Source: an optimization exercise on an open RTL-to-GDS flow (aim: small area). Production flows keep margins and buffers that such runs may drop. The RTL was checked by simulation tests, not by an equivalence proof against the original design. No activity file was given, so power comes from the tool's default toggle rates.

Setup of JK:
==> flow/design.v (excerpt) <==
module ballDisplay
(
    input  logic        clk,
    input  logic        reset,
    input  logic        run,
    input  logic [9:0]  ballSize,
    output logic [23:0] rgb,
    output logic [9:0]  pixelX,
    output logic [9:0]  pixelY,
    output logic        displayOn,
    output logic        hSyncN,
    output logic        vSyncN
);
Size in the first run: ~1100 cells after synthesis, roughly 120 flip-flops.
Settings: LEC_CHECK=0, ABC_AREA=1, CAP_MARGIN=20, CORE_MARGIN=2, CORE_UTILIZATION=40, SLEW_MARGIN=20; clock period 12.0 ns.
standard.sh (not shown) runs the stock make flow with config.mk's settings and CLKGATE_MAP_FILE= SYNTH_SCRIPT=/design/flow/synth_recipe.tcl, a recipe that flattens the netlist after the stock synthesis.
==> flow/flow/run.sh <==
#!/bin/bash
# The standard layout (the standard.sh: standard synthesis, floorplan, placement, CTS,
# routing, finish) with three ORFS settings changed:
# * the buffer that placement puts on every input and output port is the smallest buffer,
#   sky130_fd_sc_hd__buf_1, instead of the one buffer_ports picks itself (every port still gets
#   its own buffer);
# * clock tree synthesis builds the tree from clkbuf_4 and clkbuf_8 only (not clkbuf_16) and
#   adds no dummy load cells;
# * after floorplan, flow/restructure.tcl (POST_FLOORPLAN_TCL) re-maps the logic for area with
#   OpenROAD's restructure (ABC; registers untouched), on a copy of the library without the
#   platform's don't-use cells (flow/filter_lib.py), and then flow/downsize.tcl sets every logic
#   cell to the smallest drive strength of its cell family; the flow's later repairs size up where
#   needed.
set -euo pipefail
export BUFFER_PORTS_ARGS="-buffer_cell sky130_fd_sc_hd__buf_1"
export CTS_ARGS="-sink_clustering_enable -repair_clock_nets -root_buf sky130_fd_sc_hd__clkbuf_8 -buf_list sky130_fd_sc_hd__clkbuf_8 -sink_clustering_size 30 -sink_clustering_max_diameter 200 -sink_clustering_levels 1 -dont_use_dummy_load"
export POST_FLOORPLAN_TCL="$PWD/flow/restructure.tcl"
bash standard.sh finish > standard_flow.log 2>&1
==> flow/flow/filter_lib.py <==
"""Copy a liberty file without the cells named on the command line (the platform's don't-use
cells), so that restructure's ABC mapping cannot pick them.
usage: filter_lib.py IN OUT CELL..."""
import re
import sys

src, dst, drop = sys.argv[1], sys.argv[2], set(sys.argv[3:])
text = open(src).read()
out = []
pos = 0
for m in re.finditer(r'\n[ \t]*cell\s*\(\s*"?([\w]+)"?\s*\)\s*\{', text):
    if m.start() < pos or m.group(1) not in drop:
        continue
    depth = 0
    i = m.end() - 1
    while True:
        c = text[i]
        if c == '{':
            depth += 1
        elif c == '}':
            depth -= 1
            if depth == 0:
                break
        i += 1
    out.append(text[pos:m.start()])
    pos = i + 1
out.append(text[pos:])
open(dst, 'w').write(''.join(out))
==> flow/flow/restructure.tcl <==
# Run after floorplan (POST_FLOORPLAN_TCL): re-map the logic for area with OpenROAD's restructure
# (ABC, registers untouched) on a copy of the library without the platform's don't-use cells, then
# give every logic cell the smallest drive strength of its family (downsize.tcl).
set here [file dirname [file normalize [info script]]]
set work [file dirname $here]
file mkdir $work/rmp_work
set lib $work/rmp_work/restructure.lib
exec python3 $here/filter_lib.py [lindex $::env(LIB_FILES) 0] $lib {*}$::env(DONT_USE_CELLS)
set before [rsz::design_area]
restructure -liberty_file $lib -target area -tielo_port sky130_fd_sc_hd__conb_1/LO \
  -tiehi_port sky130_fd_sc_hd__conb_1/HI -work_dir $work/rmp_work -abc_logfile $work/rmp_abc.log
puts "restructure: design area [format %.1f [expr {$before * 1e12}]] -> [format %.1f [expr {[rsz::design_area] * 1e12}]] um2"
source $here/downsize.tcl
Other scripts of this flow, unchanged in this note and not shown: flow/flow/downsize.tcl
--- input diff JK..MS ---
- swapping 40 for 70 in CORE_UTILIZATION
diff --git a/flow/flow/run.sh b/flow/flow/run.sh
--- a/flow/flow/run.sh
+++ b/flow/flow/run.sh
@@ -15,3 +15,3 @@
 export BUFFER_PORTS_ARGS="-buffer_cell sky130_fd_sc_hd__buf_1"
-export CTS_ARGS="-sink_clustering_enable -repair_clock_nets -root_buf sky130_fd_sc_hd__clkbuf_8 -buf_list sky130_fd_sc_hd__clkbuf_8 -sink_clustering_size 30 -sink_clustering_max_diameter 200 -sink_clustering_levels 1 -dont_use_dummy_load"
+export CTS_ARGS="-sink_clustering_enable -repair_clock_nets -root_buf sky130_fd_sc_hd__clkbuf_8 -buf_list sky130_fd_sc_hd__clkbuf_4 -dont_use_dummy_load"
 export POST_FLOORPLAN_TCL="$PWD/flow/restructure.tcl"
## What came out
Summary of the comparison: clock skew is higher in MS, relative to JK. Going from JK to MS, the die area was shrunk. Delta (MS minus JK): multi-input combinational area share higher, part of the cycle the worst path needs closely matched the old numbers, design area fell 3.3%. Share of power burned in combinational logic up 0.8 points in MS wrt JK. Summary of the comparison: count of placed standard cells including taps is lower in MS, relative to JK.
The inputs of AL differ from those of MS as listed below.
- CORE_UTILIZATION: 70 -> 40
==> flow/flow/run.sh <==
#!/bin/bash
# The standard layout (the standard.sh: standard synthesis, floorplan, placement, CTS,
# routing, finish) with three ORFS settings changed:
# * the buffer that placement puts on every input and output port is the smallest buffer,
#   sky130_fd_sc_hd__buf_1, instead of the one buffer_ports picks itself (every port still gets
#   its own buffer);
# * clock tree synthesis builds the tree from clkbuf_4 and clkbuf_8 only (not clkbuf_16) and
#   adds no dummy load cells;
# * after floorplan, flow/downsize.tcl (POST_FLOORPLAN_TCL) sets every logic cell to the
#   smallest drive strength of its cell family; the flow's later repairs size up where needed.
set -euo pipefail
export BUFFER_PORTS_ARGS="-buffer_cell sky130_fd_sc_hd__buf_1"
export CTS_ARGS="-sink_clustering_enable -repair_clock_nets -buf_list \"sky130_fd_sc_hd__clkbuf_4 sky130_fd_sc_hd__clkbuf_8\" -dont_use_dummy_load"
export POST_FLOORPLAN_TCL="$PWD/flow/restructure.tcl"
bash standard.sh finish > standard_flow.log 2>&1
--- outcome ---
- Initial core utilization (AL over MS): decrease, 31 points
- Changes observed in AL relative to MS: met3 capacity usage during global routing went down, final standard cell count with taps included and fillers excluded climbed 10%, detailed-route wire length per cell increased by 0.054 microns relative to the old numbers.
- When the final numbers for AL and MS were put side by side, the met1 track demand over resource in global routing turned out to be greater in MS.
- No run among AL and MS stopped early or left any final violation; all are clean.
- MS → AL: routed wire length shows an increase of 10%; worst-case hold slack -0.0052 ns.
Input changes introduced in TR (baseline for comparison: AL):
==> flow/flow/restructure.tcl <==
file mkdir $::env(PWD)/rmp_work
set before [rsz::design_area]
restructure -liberty_file $::env(LIB_FILES) -target area -tielo_port sky130_fd_sc_hd__conb_1/LO -tiehi_port sky130_fd_sc_hd__conb_1/HI -work_dir $::env(PWD)/rmp_work -abc_logfile $::env(PWD)/rmp_abc.log
puts "restructure: design area [format %.1f [expr {$before * 1e12}]] -> [format %.1f [expr {[rsz::design_area] * 1e12}]] um2"
source $::env(PWD)/flow/downsize.tcl
removed: flow/flow/filter_lib.py
## What came out
Of AL and TR, only TR fails to reach the end of the flow.
TR: it failed with a tool error in floorplan (2_1_floorplan), so there are no final results.
Re area after synthesis: no difference whatsoever between TR and AL.
As far as die extent in y goes, AL and TR are indistinguishable; the numbers are identical.
From TR to AL, synthesized-area fraction occupied by adder cells did not move at all.

========
v6:
ballDisplay again, from the RTL that the note above started with.
Settings: LEC_CHECK=0, ABC_AREA=1, CAP_MARGIN=20, CORE_MARGIN=2, CORE_UTILIZATION=40, SLEW_MARGIN=20; clock period 12.0 ns.
==> flow/flow/run.sh <==
#!/bin/bash
# The standard layout (the standard.sh: standard synthesis, floorplan, placement, CTS,
# routing, finish) with three ORFS settings changed:
# * the buffer that placement puts on every input and output port is the smallest buffer,
#   sky130_fd_sc_hd__buf_1, instead of the one buffer_ports picks itself (every port still gets
#   its own buffer);
# * clock tree synthesis builds the tree from clkbuf_4 and clkbuf_8 only (not clkbuf_16) and
#   adds no dummy load cells;
# * after floorplan, flow/downsize.tcl (POST_FLOORPLAN_TCL) sets every logic cell to the
#   smallest drive strength of its cell family; the flow's later repairs size up where needed.
set -euo pipefail
export BUFFER_PORTS_ARGS="-buffer_cell sky130_fd_sc_hd__buf_1"
export CTS_ARGS="-sink_clustering_enable -repair_clock_nets -buf_list \"sky130_fd_sc_hd__clkbuf_4 sky130_fd_sc_hd__clkbuf_8\" -dont_use_dummy_load"
export POST_FLOORPLAN_TCL="$PWD/flow/downsize.tcl"
bash standard.sh finish > standard_flow.log 2>&1
==> flow/flow/downsize.tcl <==
# Run after floorplan (POST_FLOORPLAN_TCL): give every logic cell the smallest drive strength of its
# own cell family (same function, e.g. nand2_4 -> nand2_1), undoing the sizing synthesis did without
# placement. Placement's repair_design and the later timing repairs size cells up again where slew,
# capacitance or timing need it. Flip-flops, clock cells, adders, tie and tap cells are left alone.
set count 0
set saved 0.0
foreach inst [get_cells *] {
  set ref [get_property $inst ref_name]
  if {![regexp {^(sky130_fd_sc_hd__([a-z0-9]+))_([0-9]+)$} $ref -> base family size]} { continue }
  if {[regexp {^(df|dl|sdf|edf|sedf|clk|tap|conb|fill|decap|diode|ha|fa|lpflow|probe|bufbuf|bufinv|ebuf|einv)} $family]} { continue }
  set area [get_property [get_lib_cells $ref] area]
  set best ""
  set best_area $area
  foreach lc [get_lib_cells ${base}_*] {
    set name [get_property $lc name]
    if {![regexp "^${base}_\[0-9\]+\$" $name]} { continue }
    if {[get_property $lc dont_use]} { continue }
    set a [get_property $lc area]
    if {$a < $best_area} { set best $name; set best_area $a }
  }
  if {$best ne ""} {
    replace_cell $inst $best
    incr count
    set saved [expr {$saved + $area - $best_area}]
  }
}
puts "downsize: $count cells made smaller, [format %.1f $saved] um2 less"
Looking at the reports, v6 completed the entire flow and the layout it produced met the timing, design-rule and antenna checks.
Input changes introduced in v7 (baseline for comparison: v6):
Settings: CORE_UTILIZATION: 40 -> 70.
diff --git a/flow/flow/run.sh b/flow/flow/run.sh
--- a/flow/flow/run.sh
+++ b/flow/flow/run.sh
@@ -8,4 +8,7 @@
 #   adds no dummy load cells;
-# * after floorplan, flow/downsize.tcl (POST_FLOORPLAN_TCL) sets every logic cell to the
-#   smallest drive strength of its cell family; the flow's later repairs size up where needed.
+# * after floorplan, flow/restructure.tcl (POST_FLOORPLAN_TCL) re-maps the logic for area with
+#   OpenROAD's restructure (ABC; registers untouched), on a copy of the library without the
+#   platform's don't-use cells (flow/filter_lib.py), and then flow/downsize.tcl sets every logic
+#   cell to the smallest drive strength of its cell family; the flow's later repairs size up where
+#   needed.
 set -euo pipefail
@@ -13,2 +16,3 @@
 export CTS_ARGS="-sink_clustering_enable -repair_clock_nets -buf_list \"sky130_fd_sc_hd__clkbuf_4 sky130_fd_sc_hd__clkbuf_8\" -dont_use_dummy_load"
+export PRE_FLOORPLAN_TCL="$PWD/flow/restructure.tcl"
 export POST_FLOORPLAN_TCL="$PWD/flow/downsize.tcl"
==> flow/flow/filter_lib.py (new file) <==
"""Copy a liberty file without the cells named on the command line (the platform's don't-use
cells), so that restructure's ABC mapping cannot pick them.
usage: filter_lib.py IN OUT CELL..."""
import re
import sys

src, dst, drop = sys.argv[1], sys.argv[2], set(sys.argv[3:])
text = open(src).read()
out = []
pos = 0
for m in re.finditer(r'\n[ \t]*cell\s*\(\s*"?([\w]+)"?\s*\)\s*\{', text):
    if m.start() < pos or m.group(1) not in drop:
        continue
    depth = 0
    i = m.end() - 1
    while True:
        c = text[i]
        if c == '{':
            depth += 1
        elif c == '}':
            depth -= 1
            if depth == 0:
                break
        i += 1
    out.append(text[pos:m.start()])
    pos = i + 1
out.append(text[pos:])
open(dst, 'w').write(''.join(out))
==> flow/flow/restructure.tcl (new file) <==
# Run before floorplan (PRE_FLOORPLAN_TCL, right after the synthesized netlist is loaded): re-map the
# logic for area with OpenROAD's restructure (ABC; registers untouched), twice, on a copy of the
# library without the platform's don't-use cells.
set here [file dirname [file normalize [info script]]]
set work [file dirname $here]
file mkdir $work/rmp_work
set lib $work/rmp_work/restructure.lib
exec python3 $here/filter_lib.py [lindex $::env(LIB_FILES) 0] $lib {*}$::env(DONT_USE_CELLS)
set before [rsz::design_area]
foreach pass {1 2} {
  restructure -liberty_file $lib -target area -tielo_port sky130_fd_sc_hd__conb_1/LO \
    -tiehi_port sky130_fd_sc_hd__conb_1/HI -work_dir $work/rmp_work -abc_logfile $work/rmp_abc$pass.log
  puts "restructure pass $pass: design area [format %.1f [expr {$before * 1e12}]] -> [format %.1f [expr {[rsz::design_area] * 1e12}]] um2"
}
## What came out
The final reports for v7 and v6 show chip height lower in the former.
v6 has higher die boundary width than v7.
v7 never completed; the flow aborted with a tool error in floorplan (2_1_floorplan).
v7 vs v6 — cell count after synthesis dropped by a few percent
v7 vs. v6: number of rows created at floorplan down 15, post-synthesis area per instance went down by 10%, synthesized area went down, effective utilization at floorplan went up 30 points.

what the ideal ports hide:
How much do the figures lean on ideal ports? The routed layouts below were timed once more, with nothing changed but the port constraints. Step 1 sets driving cells, clkbuf_16 on the clock port and buf_2 on the other inputs (assumed; they add their load-dependent delay and slew). Step 2 adds t to the input delays and takes it off the output delays; t is the mean of the earliest and latest rising clock arrival at the registers after step 1. Input paths then give back, and output paths get back, about the clock's delay inside the block. Slacks: ideal ports / drivers / drivers and shift; pairs: ideal ports / drivers.
run | t, ns | slack for setup (ns) | latest minus earliest clock arrival (ns) | worst data-port slew with drivers (ns) | cell pins on the clock port's net
JK | 0.474 | 1.460 / 1.460 / 1.460 | 0.030 / 0.030 | 0.03 | 1
MS | 0.450 | 1.473 / 1.473 / 1.473 | 0.034 / 0.034 | 0.03 | 1
AL | 0.474 | 1.460 / 1.460 / 1.460 | 0.030 / 0.030 | 0.03 | 1
v6 | 0.476 | 1.184 / 1.184 / 1.184 | 0.029 / 0.028 | 0.03 | 1
After both steps every run listed still meets setup and hold.
